Background: an optimization exercise with open tools, aiming at small area. Do not read the settings as production practice.
The RTL was checked by simulation tests, not by an equivalence proof against the original design.
The flow treats the clock pin as an ideal source, which a real chip does not have.
Power and IR drop assume default switching activity.

Setup of run A:
==> flow/design.v (excerpt) <==
module pong_node_top
#(
    parameter int STEP_BASE     = 6000,
    parameter int PADDLE_H      = 40,
    parameter int SAMPLE_CYCLES = 5000
) (
    input  logic        clk_25MHZ,
    input  logic        reset,
    input  logic        upscale,
    input  logic        game_start,
    input  logic [9:0]  paddle_y,
    input  logic [7:0]  awaddr,
    input  logic        awvalid,
    output logic        awready,
    input  logic [31:0] wdata,
    input  logic [3:0]  wstrb,
    input  logic        wvalid,
    output logic        wready,
    output logic [1:0]  bresp,
    output logic        bvalid,
    input  logic        bready,
    input  logic [7:0]  araddr,
    input  logic        arvalid,
    output logic        arready,
    output logic [31:0] rdata,
    output logic [1:0]  rresp,
    output logic        rvalid,
    input  logic        rready,
    output logic [9:0]  ball_x,
    output logic [9:0]  ball_y,
    output logic        moving_left,
    output logic        moving_right,
    output logic        game_over,
    output logic        you_win,
    output logic        send_pending,
    output logic [7:0]  status_led
);
export LEC_CHECK = 0
export CAP_MARGIN = 20
export CORE_MARGIN = 2
export CORE_UTILIZATION = 40
export SLEW_MARGIN = 20
create_clock -name core_clock -period 100.0 [get_ports {clk_25MHZ}]
standard.sh (not shown) runs the stock make flow with config.mk's settings and CLKGATE_MAP_FILE= SYNTH_SCRIPT=/design/flow/synth_recipe.tcl, a recipe that flattens the netlist after the stock synthesis.
==> flow/flow/run.sh <==
#!/bin/bash
# The standard layout (standard.sh), with these changes to how it is made:
#  - the port buffers that global placement puts on every input and output
#    are the smallest buffer cell rather than the tool's default pick;
#  - the constant outputs share the one tie cell synthesis made, instead of
#    one tie cell each;
#  - clock tree synthesis builds its tree of clkbuf_4 without dummy clock
#    loads, and post_cts.tcl then upsizes to clkbuf_8 every clock buffer
#    whose flip-flop clock pins would see a slow edge.
set -euo pipefail
here=$(pwd)
export BUFFER_PORTS_ARGS="-buffer_cell sky130_fd_sc_hd__buf_1"
export SKIP_REPAIR_TIE_FANOUT=1
export CTS_ARGS="-sink_clustering_enable -repair_clock_nets -buf_list sky130_fd_sc_hd__clkbuf_4 -dont_use_dummy_load"
export POST_CTS_TCL="$here/flow/post_cts.tcl"
bash standard.sh finish > standard.log 2>&1
==> flow/flow/post_cts.tcl <==
# Upsize each clock tree buffer whose flip-flop clock pins would see a slow
# clock edge, so a small buffer is kept only where it is fast enough.
estimate_parasitics -placement
set upsized 0
foreach inst [get_cells -filter "ref_name == sky130_fd_sc_hd__clkbuf_4"] {
  set out [get_pins -of_objects $inst -filter "direction == output"]
  set net [get_nets -of_objects $out]
  set worst 0.0
  foreach pin [get_pins -of_objects $net -filter "direction == input"] {
    set s [get_property $pin slew_max]
    if { $s > $worst } { set worst $s }
  }
  if { $worst > 0.100 } {
    replace_cell $inst sky130_fd_sc_hd__clkbuf_8
    incr upsized
  }
}
puts "post_cts: upsized $upsized clock buffers"
estimate_parasitics -placement
detailed_placement
check_placement -verbose
Run A finished every stage and its layout cleared the timing, design-rule and antenna checks.
diff inputs: run A => run B
- setting GPL_TIMING_DRIVEN to 0 for the first time
==> comparison <==
Power share of the combinational group, run B and run A, lower one = run A.
Row utilization of the core after routing: run B higher / run A lower
Relative to run A, the final cell area reported for run B is higher.
Comparing run B and run A, filler cell count is lower on run B.
Via density per instance delta (run B -> run A): insignificant
Setup changes, run B to run C
- removing GPL_TIMING_DRIVEN (formerly 0)
- changing CORE_UTILIZATION from 40 to 55
==> results.txt <==
- | last weighted congestion value of the routability-driven placer | run C vs run B | ≈ equal |
- Changes observed in run C relative to run B: total power draw moved down, maximum frequency from static timing analysis up 0.078 MHz, design area now smaller, number of I/O port buffers about even.
- Number of antenna violations at the first check in global routing came out exactly the same in run B and run C.
- Route | run C vs run B | wire shorter in run C
- The relative area change from synthesis to final layout in run C sits 6.1 points below the value recorded for run B.
- Met3 wirelength from detailed routing: run C vs run B down 31%
The inputs of run D differ from those of run C as listed below.
- swapping 55 for 40 in CORE_UTILIZATION
==> flow/flow/run.sh <==
#!/bin/bash
# The standard layout (standard.sh), with two changes to how it is made:
#  - the port buffers that global placement puts on every input and output
#    are the smallest buffer cell rather than the tool's default pick;
#  - clock tree synthesis uses clkbuf_8 and adds no dummy clock loads.
set -euo pipefail
export BUFFER_PORTS_ARGS="-buffer_cell sky130_fd_sc_hd__buf_1"
export CTS_ARGS="-sink_clustering_enable -repair_clock_nets -buf_list sky130_fd_sc_hd__clkbuf_8 -dont_use_dummy_load"
bash standard.sh finish > standard.log 2>&1
removed: flow/flow/post_cts.tcl
--- outcome ---
Run D against run C; cell total after placement is up by more than 10%.
Going from run C to run D, via count of the first global-routing pass grew by more than 10%.
Summary: final wirelength, run D worse than run C
Run D reports a higher total via count after detailed routing than run C does.
Summary — overall power, run D relative to run C: higher, by about 2.2%.
## Diff of input files: run E against run D
- swapping 20 for 0 in SLEW_MARGIN
- swapping 20 for 0 in CAP_MARGIN
==> flow/flow/run.sh <==
#!/bin/bash
# The standard layout (standard.sh), with these changes to how it is made:
#  - the port buffers that global placement puts on every input and output
#    are the smallest buffer cell rather than the tool's default pick;
#  - the constant outputs share the one tie cell synthesis made, instead of
#    one tie cell each;
#  - clock tree synthesis builds its tree of clkbuf_4 without dummy clock
#    loads, and post_cts.tcl then upsizes to clkbuf_8 every clock buffer
#    whose flip-flop clock pins would see a slow edge.
set -euo pipefail
here=$(pwd)
export BUFFER_PORTS_ARGS="-buffer_cell sky130_fd_sc_hd__buf_1"
export SKIP_REPAIR_TIE_FANOUT=1
export CTS_ARGS="-sink_clustering_enable -repair_clock_nets -buf_list sky130_fd_sc_hd__clkbuf_4 -dont_use_dummy_load"
export POST_CTS_TCL="$here/flow/post_cts.tcl"
bash standard.sh finish > standard.log 2>&1
==> flow/flow/post_cts.tcl (new file) <==
# Upsize each clock tree buffer whose flip-flop clock pins would see a slow
# clock edge, so a small buffer is kept only where it is fast enough.
estimate_parasitics -placement
set upsized 0
foreach inst [get_cells -filter "ref_name == sky130_fd_sc_hd__clkbuf_4"] {
  set out [get_pins -of_objects $inst -filter "direction == output"]
  set net [get_nets -of_objects $out]
  set worst 0.0
  foreach pin [get_pins -of_objects $net -filter "direction == input"] {
    set s [get_property $pin slew_max]
    if { $s > $worst } { set worst $s }
  }
  if { $worst > 0.100 } {
    replace_cell $inst sky130_fd_sc_hd__clkbuf_8
    incr upsized
  }
}
puts "post_cts: upsized $upsized clock buffers"
estimate_parasitics -placement
detailed_placement
check_placement -verbose
Findings:
Run comparison: run D critical path capture point awready; run E critical path capture point wready. The ratio of final minimum period to clock period on run E is in line with that on run D. Run E vs run D, sequential portion of the cell area went up by 0.81 points. Setup slack in run E is smaller than in run D. Maximum clock skew at final layout: run D vs run E, no meaningful difference. Run D -> run E: sequential power decreased slightly. Run E vs. run D: final-layout clock-cell area share went down by 0.48 points. Comparing run E and run D, met2 capacity usage during global routing is lower on run E. ~same post-route total power in run E and run D.

[afterwards: timing with drivers on the ports]
Ports are ideal in the flow. The routed layouts listed here were re-timed in OpenROAD.
Step 1 sets driving cells, clkbuf_16 on the clock port and buf_2 on the other inputs (assumed; they add their load-dependent delay and slew).
Step 2 adds t to the input delays and takes it off the output delays; t is the mean of the earliest and latest rising clock arrival at the registers after step 1. Input paths then give back, and output paths get back, about the clock's delay inside the block.
a / b / c = ideal / step 1 / step 2; a / b = the first two.
| run | shift t [ns] | slack for setup (ns) | slew at the worst register clock pin (ns) |
|---|---|---|---|
| run A | 0.457 | 59.531 / 59.508 / 59.508 | 0.09 / 0.09 |
| run B | 0.466 | 59.449 / 59.419 / 59.419 | 0.10 / 0.10 |
| run C | 0.451 | 59.577 / 59.553 / 59.553 | 0.09 / 0.09 |
| run D | 0.473 | 59.537 / 59.513 / 59.513 | 0.08 / 0.08 |
| run E | 0.457 | 59.531 / 59.508 / 59.508 | 0.09 / 0.09 |
After both steps every run listed still meets setup and hold. The setup slack of run B, which loses most, moves by -0.030 ns with the drivers and by -0.030 ns with both steps.
